This is an optimization exercise on Yosys and OpenROAD, whose aim is small area, not a production implementation.
Function was checked by simulation only, so behaviour that the tests miss may differ from the original.
Power is estimated from default activity; no workload was simulated.

==> design.v <==
package isaPkg;
   typedef logic [31:0] dataWord;
   typedef logic [4:0]  regIndex;
   typedef logic [5:0]  opcodeField;
   typedef logic [5:0]  functField;
   localparam opcodeField opcodeRFormat = 6'h00;
   localparam opcodeField opcodeAddi    = 6'h03;
   localparam opcodeField opcodeSubi    = 6'h02;
   localparam opcodeField opcodeXori    = 6'h01;
   localparam opcodeField opcodeAndi    = 6'h0F;
   localparam opcodeField opcodeOri     = 6'h0C;
   localparam opcodeField opcodeSw      = 6'h1F;
   localparam opcodeField opcodeLw      = 6'h1E;
   localparam opcodeField opcodeBeq     = 6'h30;
   localparam opcodeField opcodeBne     = 6'h31;
   localparam functField functAdd = 6'h03;
   localparam functField functSub = 6'h02;
   localparam functField functXor = 6'h01;
   localparam functField functAnd = 6'h07;
   localparam functField functOr  = 6'h04;
   localparam functField functSlt = 6'h36;
   localparam functField functSle = 6'h37;
   localparam int opcodeMsb = 31;
   localparam int opcodeLsb = 26;
   localparam int rsMsb     = 25;
   localparam int rsLsb     = 21;
   localparam int rtMsb     = 20;
   localparam int rtLsb     = 16;
   localparam int rdMsb     = 15;
   localparam int rdLsb     = 11;
   localparam int immMsb    = 15;
   localparam int immLsb    = 0;
   localparam int functMsb  = 5;
   localparam int functLsb  = 0;
   localparam dataWord instrBytes = 32'd4;
endpackage
package pipePkg;
   typedef struct packed {
      logic sum;
      logic bitXor;
      logic bitAnd;
      logic bitOr;
      logic compare;
   } aluSel;
   typedef struct packed {
      logic [31:0] result;
      logic [31:0] storeData;
      logic [4:0]  destReg;
      logic        regWrite;
      logic        memRead;
      logic        memWrite;
   } resultBundle;
endpackage
`timescale 1ns/10ps
module fetchStage #(
   parameter isaPkg::dataWord resetAddr = '0
) (
   input  logic            clk,
   input  logic            reset,
   input  logic            taken,
   input  logic [29:0]     target,
   output isaPkg::dataWord instrAddr,
   input  isaPkg::dataWord instrIn,
   output isaPkg::dataWord instr,
   output logic [29:0]     nextPc
);
   logic [29:0] pc;
   logic [29:0] seqPc;
   assign instrAddr = {pc, resetAddr[1:0]};
   logic [30:0] seqCarry;
   assign seqCarry[0] = 1'b1;
   for (genvar i = 0; i < 30; i++) begin : g_inc
      assign seqPc[i]      = pc[i] ^ seqCarry[i];
      assign seqCarry[i+1] = pc[i] & seqCarry[i];
   end
   always_ff @(posedge clk) begin
      if (reset) begin
         pc <= resetAddr[31:2];
      end else if (taken) begin
         pc <= target;
      end else begin
         pc <= seqPc;
      end
   end
   always_ff @(posedge clk) begin
      nextPc       <= seqPc;
      instr[15:6]  <= instrIn[15:6];
      if (reset) begin
         instr[31:16] <= '0;
         instr[5:0]   <= '0;
      end else begin
         instr[31:16] <= instrIn[31:16];
         instr[5:0]   <= instrIn[5:0];
      end
   end
endmodule
`timescale 1ns/10ps
module decodeStage (
   input  logic                 clk,
   input  logic                 reset,
   input  isaPkg::dataWord      instr,
   input  logic [29:0]          nextPc,
   output isaPkg::regIndex      readA,
   output isaPkg::regIndex      readB,
   input  isaPkg::dataWord      dataA,
   input  isaPkg::dataWord      dataB,
   output logic                 taken,
   output logic [29:0]          target,
   output pipePkg::resultBundle toExecute
);
   isaPkg::opcodeField opcode;
   isaPkg::functField  funct;
   isaPkg::regIndex    rd;
   isaPkg::dataWord    immExt;
   pipePkg::aluSel     sel;
   logic               invert;
   logic               carryIn;
   logic               useImm;
   logic               destIsRt;
   logic               regWrite;
   logic               memRead;
   logic               memWrite;
   logic               isBeq;
   logic               isBne;
   isaPkg::dataWord    b;
   isaPkg::dataWord    bx;
   isaPkg::dataWord    result;
   assign opcode = instr[isaPkg::opcodeMsb:isaPkg::opcodeLsb];
   assign funct  = instr[isaPkg::functMsb:isaPkg::functLsb];
   assign readA  = instr[isaPkg::rsMsb:isaPkg::rsLsb];
   assign readB  = instr[isaPkg::rtMsb:isaPkg::rtLsb];
   assign rd     = instr[isaPkg::rdMsb:isaPkg::rdLsb];
   assign immExt = {{16{instr[isaPkg::immMsb]}}, instr[isaPkg::immMsb:isaPkg::immLsb]};
   always_comb begin
      sel      = '0;
      sel.sum  = 1'b1;
      invert   = 1'b0;
      carryIn  = 1'b0;
      useImm   = 1'b1;
      destIsRt = 1'b1;
      regWrite = 1'b0;
      memRead  = 1'b0;
      memWrite = 1'b0;
      isBeq    = 1'b0;
      isBne    = 1'b0;
      case (opcode)
         isaPkg::opcodeAddi: regWrite = 1'b1;
         isaPkg::opcodeSubi: begin
            invert   = 1'b1;
            carryIn  = 1'b1;
            regWrite = 1'b1;
         end
         isaPkg::opcodeXori: begin
            sel      = '0;
            sel.bitXor = 1'b1;
            regWrite = 1'b1;
         end
         isaPkg::opcodeAndi: begin
            sel      = '0;
            sel.bitAnd = 1'b1;
            regWrite = 1'b1;
         end
         isaPkg::opcodeOri: begin
            sel      = '0;
            sel.bitOr = 1'b1;
            regWrite = 1'b1;
         end
         isaPkg::opcodeLw: begin
            regWrite = 1'b1;
            memRead  = 1'b1;
         end
         isaPkg::opcodeSw:  memWrite = 1'b1;
         isaPkg::opcodeBeq: isBeq = 1'b1;
         isaPkg::opcodeBne: isBne = 1'b1;
         isaPkg::opcodeRFormat: begin
            useImm   = 1'b0;
            destIsRt = 1'b0;
            regWrite = 1'b1;
            case (funct)
               isaPkg::functAdd: ;
               isaPkg::functSub: begin
                  invert  = 1'b1;
                  carryIn = 1'b1;
               end
               isaPkg::functXor: begin
                  sel        = '0;
                  sel.bitXor = 1'b1;
               end
               isaPkg::functAnd: begin
                  sel        = '0;
                  sel.bitAnd = 1'b1;
               end
               isaPkg::functOr: begin
                  sel       = '0;
                  sel.bitOr = 1'b1;
               end
               isaPkg::functSlt: begin
                  sel         = '0;
                  sel.compare = 1'b1;
                  invert      = 1'b1;
                  carryIn     = 1'b1;
               end
               isaPkg::functSle: begin
                  sel         = '0;
                  sel.compare = 1'b1;
                  invert      = 1'b1;
               end
               default: regWrite = 1'b0;
            endcase
         end
         default: ;
      endcase
   end
   assign taken  = (isBeq && dataA == dataB) || (isBne && dataA != dataB);
   logic [16:0] targetLow;
   assign targetLow = {1'b0, nextPc[15:0]} + {1'b0, instr[15:0]};
   logic        targetMove;
   logic [13:0] targetFlip;
   logic [14:0] targetRipple;
   logic [13:0] targetHigh;
   assign targetMove      = targetLow[16] ^ instr[15];
   assign targetFlip      = nextPc[29:16] ^ {14{instr[15]}};
   assign targetRipple[0] = targetMove;
   for (genvar i = 0; i < 14; i++) begin : g_high
      assign targetHigh[i]     = targetFlip[i] ^ targetRipple[i] ^ instr[15];
      assign targetRipple[i+1] = targetFlip[i] & targetRipple[i];
   end
   assign target = {targetHigh, targetLow[15:0]};
   assign b  = useImm ? immExt : dataB;
   assign bx = invert ? ~b : b;
   isaPkg::dataWord gen;
   isaPkg::dataWord prop;
   isaPkg::dataWord carry;
   logic            carryOut;
   assign gen  = dataA & bx;
   assign prop = dataA ^ bx;
   prefixCarry #(.width(32)) i_carry (
      .gen(gen),
      .prop(prop),
      .carryIn(carryIn),
      .carry(carry),
      .carryOut(carryOut)
   );
   logic takeProp;
   logic takeGen;
   assign takeProp = sel.bitXor | sel.bitOr;
   assign takeGen  = sel.bitAnd | sel.bitOr;
   assign result = ({32{sel.sum}}     & (prop ^ carry))
                 | ({32{takeProp}}    & prop)
                 | ({32{takeGen}}     & gen)
                 | ({32{sel.compare}} & {31'b0, ~carryOut});
   always_ff @(posedge clk) begin
      toExecute.result    <= result;
      toExecute.storeData <= dataB;
      toExecute.destReg   <= destIsRt ? readB : rd;
      if (reset) begin
         toExecute.regWrite <= 1'b0;
         toExecute.memRead  <= 1'b0;
         toExecute.memWrite <= 1'b0;
      end else begin
         toExecute.regWrite <= regWrite;
         toExecute.memRead  <= memRead;
         toExecute.memWrite <= memWrite;
      end
   end
endmodule
module prefixCarry #(
   parameter int width = 32   
) (
   input  logic [width-1:0] gen,
   input  logic [width-1:0] prop,
   input  logic             carryIn,
   output logic [width-1:0] carry,
   output logic             carryOut
);
   logic [width-1:0] g;
   logic [width-1:0] p;
   always_comb begin
      g    = gen;
      p    = prop;
      g[0] = gen[0] | (prop[0] & carryIn);
      for (int l = 0; (1 << l) < width; l++) begin
         for (int i = (2 << l) - 1; i < width; i += (2 << l)) begin
            g[i] = g[i] | (p[i] & g[i - (1 << l)]);
            p[i] = p[i] & p[i - (1 << l)];
         end
      end
      for (int l = 4; l >= 0; l--) begin
         for (int i = 3 * (1 << l) - 1; i < width; i += (2 << l)) begin
            g[i] = g[i] | (p[i] & g[i - (1 << l)]);
            p[i] = p[i] & p[i - (1 << l)];
         end
      end
   end
   assign carry    = {g[width-2:0], carryIn};
   assign carryOut = g[width-1];
endmodule
`timescale 1ns/10ps
module regFile (
   input  logic            clk,
   input  logic            reset,
   input  isaPkg::regIndex readA,
   input  isaPkg::regIndex readB,
   output isaPkg::dataWord dataA,
   output isaPkg::dataWord dataB,
   input  logic            wrEnable,
   input  isaPkg::regIndex wrIndex,
   input  logic            wrLoad,
   input  isaPkg::dataWord wrResult,
   input  isaPkg::dataWord wrLoadData
);
   logic [31:1][31:0] regs;
   isaPkg::dataWord value;
   assign value = (wrLoad ? wrLoadData : wrResult) & {32{~reset}};
   for (genvar i = 1; i < 32; i++) begin : g_reg
      logic load;
      assign load = reset | (wrEnable && wrIndex == i);
      always_ff @(posedge clk) begin
         if (load) begin
            regs[i] <= value;
         end
      end
   end
   logic [31:1] hotA;
   logic [31:1] hotB;
   regDecode i_decodeA (.index(readA), .hot(hotA));
   regDecode i_decodeB (.index(readB), .hot(hotB));
   regSelect i_selectA (.hot(hotA), .regs(regs), .data(dataA));
   regSelect i_selectB (.hot(hotB), .regs(regs), .data(dataB));
endmodule
module regDecode (
   input  isaPkg::regIndex index,
   output logic [31:1]     hot
);
   always_comb begin
      for (int i = 1; i < 32; i++) begin
         hot[i] = index == i;
      end
   end
endmodule
module regSelect (
   input  logic [31:1]       hot,
   input  logic [31:1][31:0] regs,
   output isaPkg::dataWord   data
);
   logic [10:0][31:0] groupN;
   for (genvar g = 0; g < 10; g++) begin : g_group
      selectGroup3 i_group (
         .hot(hot[3*g+3:3*g+1]),
         .regs(regs[3*g+3:3*g+1]),
         .dataN(groupN[g])
      );
   end
   selectGroup1 i_last (
      .hot(hot[31]),
      .regs(regs[31]),
      .dataN(groupN[10])
   );
   selectMerge i_merge (
      .groupN(groupN),
      .data(data)
   );
endmodule
module selectGroup3 (
   input  logic [3:1]       hot,
   input  logic [3:1][31:0] regs,
   output isaPkg::dataWord  dataN
);
   assign dataN = ~(({32{hot[1]}} & regs[1]) | ({32{hot[2]}} & regs[2]) | ({32{hot[3]}} & regs[3]));
endmodule
module selectGroup1 (
   input  logic            hot,
   input  isaPkg::dataWord regs,
   output isaPkg::dataWord dataN
);
   assign dataN = ~({32{hot}} & regs);
endmodule
module selectMerge (
   input  logic [10:0][31:0] groupN,
   output isaPkg::dataWord   data
);
   always_comb begin
      data = '0;
      for (int g = 0; g < 11; g++) begin
         data = data | ~groupN[g];
      end
   end
endmodule
`timescale 1ns/10ps
module executeStage (
   input  logic                 clk,
   input  logic                 reset,
   input  pipePkg::resultBundle fromDecode,
   output pipePkg::resultBundle toWriteback,
   output isaPkg::dataWord      dataAddr,
   output isaPkg::dataWord      writeData,
   output logic                 storeEn
);
   always_ff @(posedge clk) begin
      toWriteback.result    <= fromDecode.result;
      toWriteback.storeData <= fromDecode.storeData;
      toWriteback.destReg   <= fromDecode.destReg;
      if (reset) begin
         toWriteback.regWrite <= 1'b0;
         toWriteback.memRead  <= 1'b0;
         toWriteback.memWrite <= 1'b0;
      end else begin
         toWriteback.regWrite <= fromDecode.regWrite;
         toWriteback.memRead  <= fromDecode.memRead;
         toWriteback.memWrite <= fromDecode.memWrite;
      end
   end
   assign dataAddr  = toWriteback.result;
   assign writeData = toWriteback.storeData;
   assign storeEn   = toWriteback.memWrite;
endmodule
`timescale 1ns/10ps
module writebackStage (
   input  pipePkg::resultBundle fromExecute,
   input  isaPkg::dataWord      readData,
   output logic                 wrEnable,
   output isaPkg::regIndex      wrIndex,
   output logic                 wrLoad,
   output isaPkg::dataWord      wrResult,
   output isaPkg::dataWord      wrLoadData
);
   assign wrEnable   = fromExecute.regWrite;
   assign wrIndex    = fromExecute.destReg;
   assign wrLoad     = fromExecute.memRead;
   assign wrResult   = fromExecute.result;
   assign wrLoadData = readData;
endmodule
`timescale 1ns/10ps
module cpuTop #(
   parameter isaPkg::dataWord resetAddr = '0
) (
   input  logic            clk,
   input  logic            reset,
   output isaPkg::dataWord instrAddr,
   input  isaPkg::dataWord instr,
   output isaPkg::dataWord dataAddr,
   output isaPkg::dataWord writeData,
   output logic            storeEn,
   input  isaPkg::dataWord readData
);
   logic                 taken;
   logic [29:0]          target;
   isaPkg::dataWord      decodeInstr;
   logic [29:0]          decodeNextPc;
   isaPkg::regIndex      readA;
   isaPkg::regIndex      readB;
   isaPkg::dataWord      dataA;
   isaPkg::dataWord      dataB;
   pipePkg::resultBundle idEx;
   pipePkg::resultBundle exMem;
   logic                 wrEnable;
   isaPkg::regIndex      wrIndex;
   logic                 wrLoad;
   isaPkg::dataWord      wrResult;
   isaPkg::dataWord      wrLoadData;
   fetchStage #(
      .resetAddr(resetAddr)
   ) i_fetchStage (
      .clk(clk),
      .reset(reset),
      .taken(taken),
      .target(target),
      .instrAddr(instrAddr),
      .instrIn(instr),
      .instr(decodeInstr),
      .nextPc(decodeNextPc)
   );
   decodeStage i_decodeStage (
      .clk(clk),
      .reset(reset),
      .instr(decodeInstr),
      .nextPc(decodeNextPc),
      .readA(readA),
      .readB(readB),
      .dataA(dataA),
      .dataB(dataB),
      .taken(taken),
      .target(target),
      .toExecute(idEx)
   );
   regFile i_regFile (
      .clk(clk),
      .reset(reset),
      .readA(readA),
      .readB(readB),
      .dataA(dataA),
      .dataB(dataB),
      .wrEnable(wrEnable),
      .wrIndex(wrIndex),
      .wrLoad(wrLoad),
      .wrResult(wrResult),
      .wrLoadData(wrLoadData)
   );
   executeStage i_executeStage (
      .clk(clk),
      .reset(reset),
      .fromDecode(idEx),
      .toWriteback(exMem),
      .dataAddr(dataAddr),
      .writeData(writeData),
      .storeEn(storeEn)
   );
   writebackStage i_writebackStage (
      .fromExecute(exMem),
      .readData(readData),
      .wrEnable(wrEnable),
      .wrIndex(wrIndex),
      .wrLoad(wrLoad),
      .wrResult(wrResult),
      .wrLoadData(wrLoadData)
   );
endmodule
==> flow/run.sh <==
#!/bin/bash
# Standard layout, with two changes to how it is made: ports are buffered
# with the smallest buffer, and clock tree synthesis adds no dummy loads.
set -euo pipefail
export BUFFER_PORTS_ARGS="-buffer_cell sky130_fd_sc_hd__buf_1"
export CTS_ARGS="-sink_clustering_enable -repair_clock_nets -dont_use_dummy_load -buf_list sky130_fd_sc_hd__clkbuf_4 -sink_clustering_size 9 -sink_clustering_max_diameter 50"
bash standard.sh > standard.log 2>&1
==> standard.sh <==
#!/bin/bash
# synth_recipe.tcl (not shown) runs the flow's synth.tcl, then flattens the netlist and writes it again
# the make line also repeats each setting of config.mk as NAME=value (left out here)
make -C /OpenROAD-flow-scripts/flow DESIGN_CONFIG=/design/flow/config.mk WORK_HOME=/design/flow/orfs CLKGATE_MAP_FILE= SYNTH_SCRIPT=/design/flow/synth_recipe.tcl "${@:-finish}"
==> config.mk <==
export PLATFORM = sky130hd
export DESIGN_NAME = cpuTop
export DESIGN_NICKNAME = cpuTop
export VERILOG_FILES = /design/flow/design.v
export SDC_FILE = /design/flow/constraint.sdc
export NUM_CORES = 4
export LEC_CHECK = 0
export CAP_MARGIN = 10
export CELL_PAD_IN_SITES_DETAIL_PLACEMENT = 1
export CELL_PAD_IN_SITES_GLOBAL_PLACEMENT = 1
export CORE_MARGIN = 2
export CORE_UTILIZATION = 50
export CTS_BUF_LIST = sky130_fd_sc_hd__clkbuf_4
export CTS_CLUSTER_DIAMETER = 50
export CTS_CLUSTER_SIZE = 9
export PLACE_DENSITY = 0.62
export SLEW_MARGIN = 10
export SYNTH_HIERARCHICAL = 1
export SYNTH_MINIMUM_KEEP_SIZE = 0
==> constraint.sdc <==
create_clock -name core_clock -period 8.0 [get_ports {clk}]
set_input_delay 1.6000 -clock core_clock [delete_from_list [all_inputs] [get_ports {clk}]]
set_output_delay 1.6000 -clock core_clock [all_outputs]
set_load 0.01 [all_outputs]
==> flow_metrics.py, run 1 <==
metrics = {
    "die": {
        "core_area_um2": 104000,
        "num_rows": 118,
        "die_h_um": 328,
        "die_width_um": 328,
        "fp.dieArea_um2": 107000,
        "start_util": 0.505,
        "io_pins": 163,
    },
    "sta": {
        "tns_ns": 0,
        "layout_min_cycle_time_ns": 6.13,
        "period_share": 0.766,
        "worst_pin_slew_ns": 1.29,
        "hold_violations": 0,
        "fmax_ghz": 0.163,
        "finalSetupViolCount": 0,
        "final_max_slew_viol_count": 0,
        "slew_headroom": 0.141,
        "skew_ns": 0.135,
        "grt_setup_unrepaired": "false",
        "fin_ws_ns": 1.87,
    },
    "cts": {
        "cts_sinks": 1228,
        "cts_tree": "yes",
        "htree_levels": 4,
        "cts_root_buf": "clkbuf_4",
        "cts_buffer_depth": 3,
        "clkLatencyLatePin_ns": 1.14,
        "numCtsBuffers": 163,
        "ctsHoldBuffers": 0,
        "cts_resized": 0,
        "post_cts_buffers": 0,
        "clk_pin_slew_ns": 0.11,
    },
    "critical_path": {
        "cp.arrival_ns": 7.12,
        "critPathKind": "flip-flop to flip-flop",
        "crit_family": "compound AO/OA/AOI/OAI gates",
        "max_stage_delay_ns": 0.62,
        "crit_fanout": 27,
        "worst-path-buf-inv": 1,
        "cp_slowest_cell": "nand2b_1",
        "crit_chain": "nand2b_1 > nor2_4 > buf_4 > a222oi_1 > nand4_1 > or3_1 > mux2i_1 > xnor2_1 > ha_1 > a21oi_1 > o21a_1 > o21ai_0 > a211oi_1 > a21oi_2 > a221o_1 > a31oi_4 > o21ai_1 > nor4_1 > a21oi_1 > o221ai_1",
        "r2r_cells": 20,
        "rr_startpoint": "i_fetchStage.instr[20]",
        "required_ns": 8.99,
        "reg2reg_slack_ns": 1.87,
        "cpMostUsedCell": "a21oi_1",
        "critPathLaunchType": "flip-flop",
        "critPathCaptureType": "flip-flop",
        "r2r-end": "i_decodeStage.toExecute[40]",
    },
    "pwr": {
        "p_leak_uw": 0.0188,
        "power_uw": 14300,
        "irDropWorstVdd_v": 0.000175,
        "power_density_nw_per_um2": 265,
    },
    "finish": {
        "final_layout_size_suffix_gt1_frac": 0.124,
        "nets": 3647,
        "area_growth_syn_to_layout_pct": 3.43,
        "final_util": 0.522,
    },
    "hold_path": {
        "hold_path.class": "flip-flop to flip-flop",
        "hold-path-endpoint": "i_executeStage.toWriteback[49]",
        "min_path_cells": 0,
        "hp-start": "i_decodeStage.toExecute[49]",
    },
    "drt": {
        "vias_per_cell": 7.34,
        "route.met3.wl_um": 19700,
        "routed_wl_um": 183000,
        "drt-met1-wl_um": 66100,
        "drt_iter0_markers": 7194,
        "antenna_left": 0,
        "met2_length_um": 84700,
        "drc_errors": 0,
        "vias": 35700,
        "top_layer_used": "met5",
        "first_pass_iters": 13,
        "wl_per_cell_um": 37.6,
    },
    "placement": {
        "numPortBuffers": 160,
        "place_ws_ns": 1.93,
        "hpwl_um": 115000,
        "gp_congestion": 0.885,
    },
    "status": {
        "outcome": "no timing/DRC/antenna violations",
    },
    "synth": {
        "netlist_instances": 3445,
        "yosysWarnings": 13,
        "syn_area_um2": 52400,
        "avgSynthCellArea_um2": 15.2,
    },
    "global_route": {
        "grt_max_degree": 39,
        "grt_pass1_wl_um": 259000,
        "grtUsageTotal": 0.337,
        "overflow": 0,
        "grt_pass1_vias": 36900,
        "antenna_found_initial": 6,
    },
    "run": {
        "drv_cap": 0,
    },
}
==> stage by stage <==
| step | instance area [µm²] | hold slack [ns] | instances |
|---|---|---|---|
| 3_3_place_gp | 52800 | 0.312 | 4704 |
| 5_1_grt | 54200 | 0.277 | 4870 |
| 4_1_cts | 54000 | 0.271 | 4867 |
| 6_report | 54200 | 0.270 | 4871 |
| 3_5_place_dp | 52800 | 0.313 | 4704 |
| 2_1_floorplan | 52400 | 0.310 | 3446 |
==> metal layers <==
metal,vias to the layer above,track usage
li1,14700,-
met1,18100,0.431
met2,2460,0.528
met3,479,0.0653
met4,2,0.214
met5,-,0
==> state kept, by name (all words and copies together) (netlist names) <==
register,cells
i_fetchStage.pc,30
i_executeStage.toWriteback,72
i_fetchStage.nextPc,30
i_fetchStage.instr,32
i_decodeStage.toExecute,72
i_regFile.regs,992
==> power by group <==
part	internal, µW	switching, µW	total (µW)
Sequential	8500	631	9130
Clock	935	2000	2940
Combinational	606	1670	2270
==> cell type report <==
class,instances,area [µm²]
Multi-Input combinational cell,1809,15100
Clock buffer,163,1220
Sequential cell,1228,34500
Timing Repair Buffer,276,1490
Tap cell,1380,1730
Inverter,13,48.8
Fill cell,9964,49500
Antenna cell,2,5.00
==> worst max path at each step <==
stage | from | endpoint | slack [ns] | depth (start not counted)
after global routing | i_fetchStage.pc[0] | i_fetchStage.pc[29] | 1.63 | 30
final | i_fetchStage.instr[20] | i_decodeStage.toExecute[40] | 1.87 | 20
after global placement | i_fetchStage.pc[0] | i_fetchStage.pc[29] | 1.96 | 30
after CTS | i_fetchStage.pc[0] | i_fetchStage.pc[29] | 1.86 | 30
after floorplan | i_fetchStage.pc[0] | i_fetchStage.pc[29] | 2.36 | 30
after detailed placement | i_fetchStage.pc[0] | i_fetchStage.pc[29] | 1.93 | 30
==> placed cells by master, fill, tap and decap left out, drive strengths merged, types with 4 or more instances in the layout <==
| master | n |
|---|---|
| a21oi | 45 |
| o21a | 7 |
| a21o | 42 |
| clkbuf | 164 |
| dfxtp | 236 |
| a22oi | 13 |
| xnor2 | 57 |
| nand3 | 71 |
| nand2b | 30 |
| xor2 | 65 |
| a31oi | 7 |
| nor2b | 29 |
| a211o | 6 |
| a31o | 8 |
| nor2 | 138 |
| nor3b | 19 |
| nor4 | 11 |
| and2 | 4 |
| nand3b | 7 |
| edfxtp | 992 |
| or2 | 7 |
| or3 | 70 |
| ha | 89 |
| a222oi | 658 |
| or3b | 6 |
| o21ai | 57 |
| buf | 275 |
| nand2 | 102 |
| nand4 | 136 |
| inv | 13 |
| mux2i | 76 |
==> inputs of run 2 (changes only) <==
==> flow/run.sh (replaced) <==
#!/bin/bash
# Standard layout, with two changes to how it is made: ports are buffered
# with the smallest buffer, and clock tree synthesis adds no dummy loads.
set -euo pipefail
export BUFFER_PORTS_ARGS="-buffer_cell sky130_fd_sc_hd__buf_1"
export CTS_ARGS="-sink_clustering_enable -repair_clock_nets -dont_use_dummy_load -buf_list sky130_fd_sc_hd__clkbuf_8 -sink_clustering_size 14 -sink_clustering_max_diameter 70"
bash standard.sh > standard.log 2>&1
--- a/config.mk
+++ b/config.mk
@@ -9,11 +9,11 @@
 export CELL_PAD_IN_SITES_DETAIL_PLACEMENT = 1
 export CELL_PAD_IN_SITES_GLOBAL_PLACEMENT = 1
 export CORE_MARGIN = 2
-export CORE_UTILIZATION = 50
-export CTS_BUF_LIST = sky130_fd_sc_hd__clkbuf_4
-export CTS_CLUSTER_DIAMETER = 50
-export CTS_CLUSTER_SIZE = 9
-export PLACE_DENSITY = 0.62
+export CORE_UTILIZATION = 45
+export CTS_BUF_LIST = sky130_fd_sc_hd__clkbuf_8
+export CTS_CLUSTER_DIAMETER = 70
+export CTS_CLUSTER_SIZE = 14
+export PLACE_DENSITY = 0.55
 export SLEW_MARGIN = 10
 export SYNTH_HIERARCHICAL = 1
 export SYNTH_MINIMUM_KEEP_SIZE = 0
==> run 2 against run 1 <==
Compared with the run above:
- wire length is 5.6% higher
- first-iteration DRC count is 8.2% lower
- non-clock buffer count is 10 higher
- still clean
- highest routed layer is now met4
==> flow_metrics.py, run 2 <==
metrics = {
    "drt": {
        "wl_per_cell_um": 39.0,
        "antenna_left": 0,
        "vias_per_cell": 7.14,
        "first_pass_iters": 10,
        "vias": 35500,
        "drc_errors": 0,
        "drt_iter0_markers": 6605,
        "routed_wl_um": 194000,
    },
    "critical_path": {
        "rr_startpoint": "i_fetchStage.instr[16]",
        "critPathLaunchType": "flip-flop",
        "crit_fanout": 18,
        "cp_slowest_cell": "nor2_2",
        "r2r-end": "i_decodeStage.toExecute[40]",
        "cp.arrival_ns": 7.01,
        "critPathKind": "flip-flop to flip-flop",
        "crit_family": "compound AO/OA/AOI/OAI gates",
        "reg2reg_slack_ns": 1.71,
        "r2r_cells": 20,
        "critPathCaptureType": "flip-flop",
        "cp-startpoint": "i_fetchStage.instr[16]",
        "worst-path-buf-inv": 1,
        "critPathCapture": "i_decodeStage.toExecute[40]",
        "required_ns": 8.72,
        "max_stage_delay_ns": 0.90,
        "path_depth": 20,
        "crit_chain": "or3b_4 > nor2_2 > buf_4 > a222oi_1 > nand3_1 > or3_1 > mux2i_1 > xnor2_1 > ha_1 > a21o_1 > a31o_1 > a211o_2 > nand4_2 > a21oi_2 > a221o_1 > a31oi_4 > o21ai_1 > nor4_1 > a21oi_1 > o221ai_1",
    },
    "cts": {
        "cts_tree": "yes",
        "ctsHoldBuffers": 0,
        "cts_root_buf": "clkbuf_8",
        "clk_pin_slew_ns": 0.10,
        "clkLatencyLatePin_ns": 0.84,
        "post_cts_buffers": 0,
        "cts_resized": 0,
        "numCtsBuffers": 105,
        "cts_buffer_depth": 3,
        "htree_levels": 3,
        "cts_sinks": 1228,
    },
    "hold_path": {
        "hold_path.class": "flip-flop to flip-flop",
    },
    "sta": {
        "layout_min_cycle_time_ns": 6.29,
        "fin_ws_ns": 1.71,
        "grt_setup_unrepaired": "false",
        "slew_headroom": 0.162,
        "tns_ns": 0,
        "period_share": 0.786,
        "worst_pin_slew_ns": 1.26,
        "finalSetupViolCount": 0,
        "final_max_slew_viol_count": 0,
        "skew_ns": 0.0802,
        "fmax_ghz": 0.159,
        "hold_violations": 0,
    },
    "pwr": {
        "power_frac_seq": 0.623,
        "p_leak_uw": 0.0189,
        "p_sw_frac": 0.298,
        "netSwitchingPower_uw": 4360,
        "irDropWorstVdd_v": 0.000146,
        "intPower_uw": 10300,
        "p_comb_frac": 0.159,
        "clock_power_share": 0.218,
        "power_density_nw_per_um2": 268,
    },
    "finish": {
        "final_layout_size_suffix_gt1_frac": 0.112,
        "area_growth_syn_to_layout_pct": 4.34,
        "nets": 3599,
        "reg_top3": "i_regFile.regs x992, i_decodeStage.toExecute x72, i_executeStage.toWriteback x72",
        "n_fill_cell": 11300,
        "mostFrequentLayoutCells": "edfxtp_1 (992), a222oi_1 (658), dfxtp_1 (234), buf_1 (159), nand4_1 (135)",
        "top_register": "i_regFile.regs",
        "multi_input_area_um2": 15100,
        "largest_reg_flops": 992,
        "layout_commonest_cell": "edfxtp_1",
        "sequential_cell_area_um2": 34500,
        "final_util": 0.472,
        "final_area_um2": 54600,
    },
    "placement": {
        "placed_area_um2": 53100,
        "place_ws_ns": 1.91,
        "hpwl_um": 121000,
        "gp_congestion": 0.901,
        "numPortBuffers": 160,
    },
    "die": {
        "start_util": 0.452,
        "fp.dieArea_um2": 119000,
        "num_rows": 125,
        "core_area_um2": 116000,
        "io_pins": 163,
        "die_width_um": 345,
        "die_h_um": 345,
    },
    "synth": {
        "yosysWarnings": 13,
        "avgSynthCellArea_um2": 15.2,
        "netlist_instances": 3445,
        "syn_area_um2": 52400,
    },
    "global_route": {
        "grt_pass1_wl_um": 271000,
        "grt_pass1_vias": 36400,
        "antenna_found_initial": 4,
        "overflow": 0,
        "grtUsageTotal": 0.317,
        "grt_max_degree": 107,
    },
    "status": {
        "outcome": "no timing/DRC/antenna violations",
    },
    "run": {
        "drv_cap": 0,
    },
}
==> run 2: how the worst min path moves through the flow <==
stage	start	end	slack (ns)	cells after the start
after global routing	i_decodeStage.toExecute[9]	i_executeStage.toWriteback[9]	0.31	0
after CTS	i_decodeStage.toExecute[9]	i_executeStage.toWriteback[9]	0.31	0
after detailed placement	i_decodeStage.toExecute[45]	i_executeStage.toWriteback[45]	0.31	0
after floorplan	i_decodeStage.toExecute[10]	i_executeStage.toWriteback[10]	0.31	0
after global placement	i_decodeStage.toExecute[60]	i_executeStage.toWriteback[60]	0.31	0
final	i_decodeStage.toExecute[9]	i_executeStage.toWriteback[9]	0.31	0
==> run 2: power by group through the flow <==
stage	registers (µW)	clock network, µW	logic [µW]
after CTS	9110	3270	2310
after global placement	9160	0	2240
after global routing	9250	3470	2470
after floorplan	9060	0	1470
final	9120	3190	2330
after detailed placement	9250	0	2300
==> run 2: per-layer routing <==
metal | GRT usage | vias to the layer above | wire length [µm] | share of wire
met4 | 0.179 | 0 | 11500 | 0.059
met5 | 0 | - | 0 | 0
met1 | 0.405 | 18400 | 72100 | 0.37
met2 | 0.518 | 2193 | 92100 | 0.48
met3 | 0.0451 | 404 | 17900 | 0.093
li1 | - | 14500 | - | -
==> run 2: worst register-to-register path, delay by kind of cell (launching register included) <==
kind / cells / cell delay, ns
xor+xnor: 1 / 0.16
fa+ha+maj: 1 / 0.34
mux: 1 / 0.15
simple gates: 6 / 2.24
buf+inv: 1 / 0.50
flops: 1 / 0.47
compound gates: 10 / 2.30
==> run 2: stage by stage <==
step	std cells	total power (µW)	hold slack (ns)
6_report	4969	14600	0.315
2_1_floorplan	3446	10500	0.310
3_5_place_dp	4858	11600	0.313
5_1_grt	4968	15200	0.310
4_1_cts	4963	14700	0.310
3_3_place_gp	4858	11400	0.311
==> run 2: cell type report <==
type	count	share of cell area
inverters	13	0.000893
clock buffers	105	0.0265
diodes	4	0.000183
multi-input cells	1809	0.277
repair buffers	286	0.0289
flip-flops and latches	1228	0.632
well taps	1524	0.0349

==> static timing again, ports no longer ideal <==
The results above use ideal ports. As a check the final layouts listed here were re-extracted and re-timed, cells and wires unchanged.
Step 1 (the two cells are an assumption about what drives the block):
set clk [get_ports {clk}]
set_driving_cell -lib_cell sky130_fd_sc_hd__clkbuf_16 $clk
set_driving_cell -lib_cell sky130_fd_sc_hd__buf_2 [delete_from_list [all_inputs] $clk]
Step 2 moves the port delays by t, midway between the first and last clock arrival at a register: inputs arrive t later, outputs are due t later. That takes back most of the time a late clock gives input paths.
a / b / c = ideal ports / drivers / drivers and shift; a / b = the first two.
run	shift t [ns]	slack for setup (ns)	slew at the worst register clock pin (ns)
run 1	1.138	1.874 / 1.874 / 1.874	0.11 / 0.11
run 2	0.873	1.709 / 1.709 / 1.709	0.10 / 0.10
After both steps setup and hold are still met in every run listed.
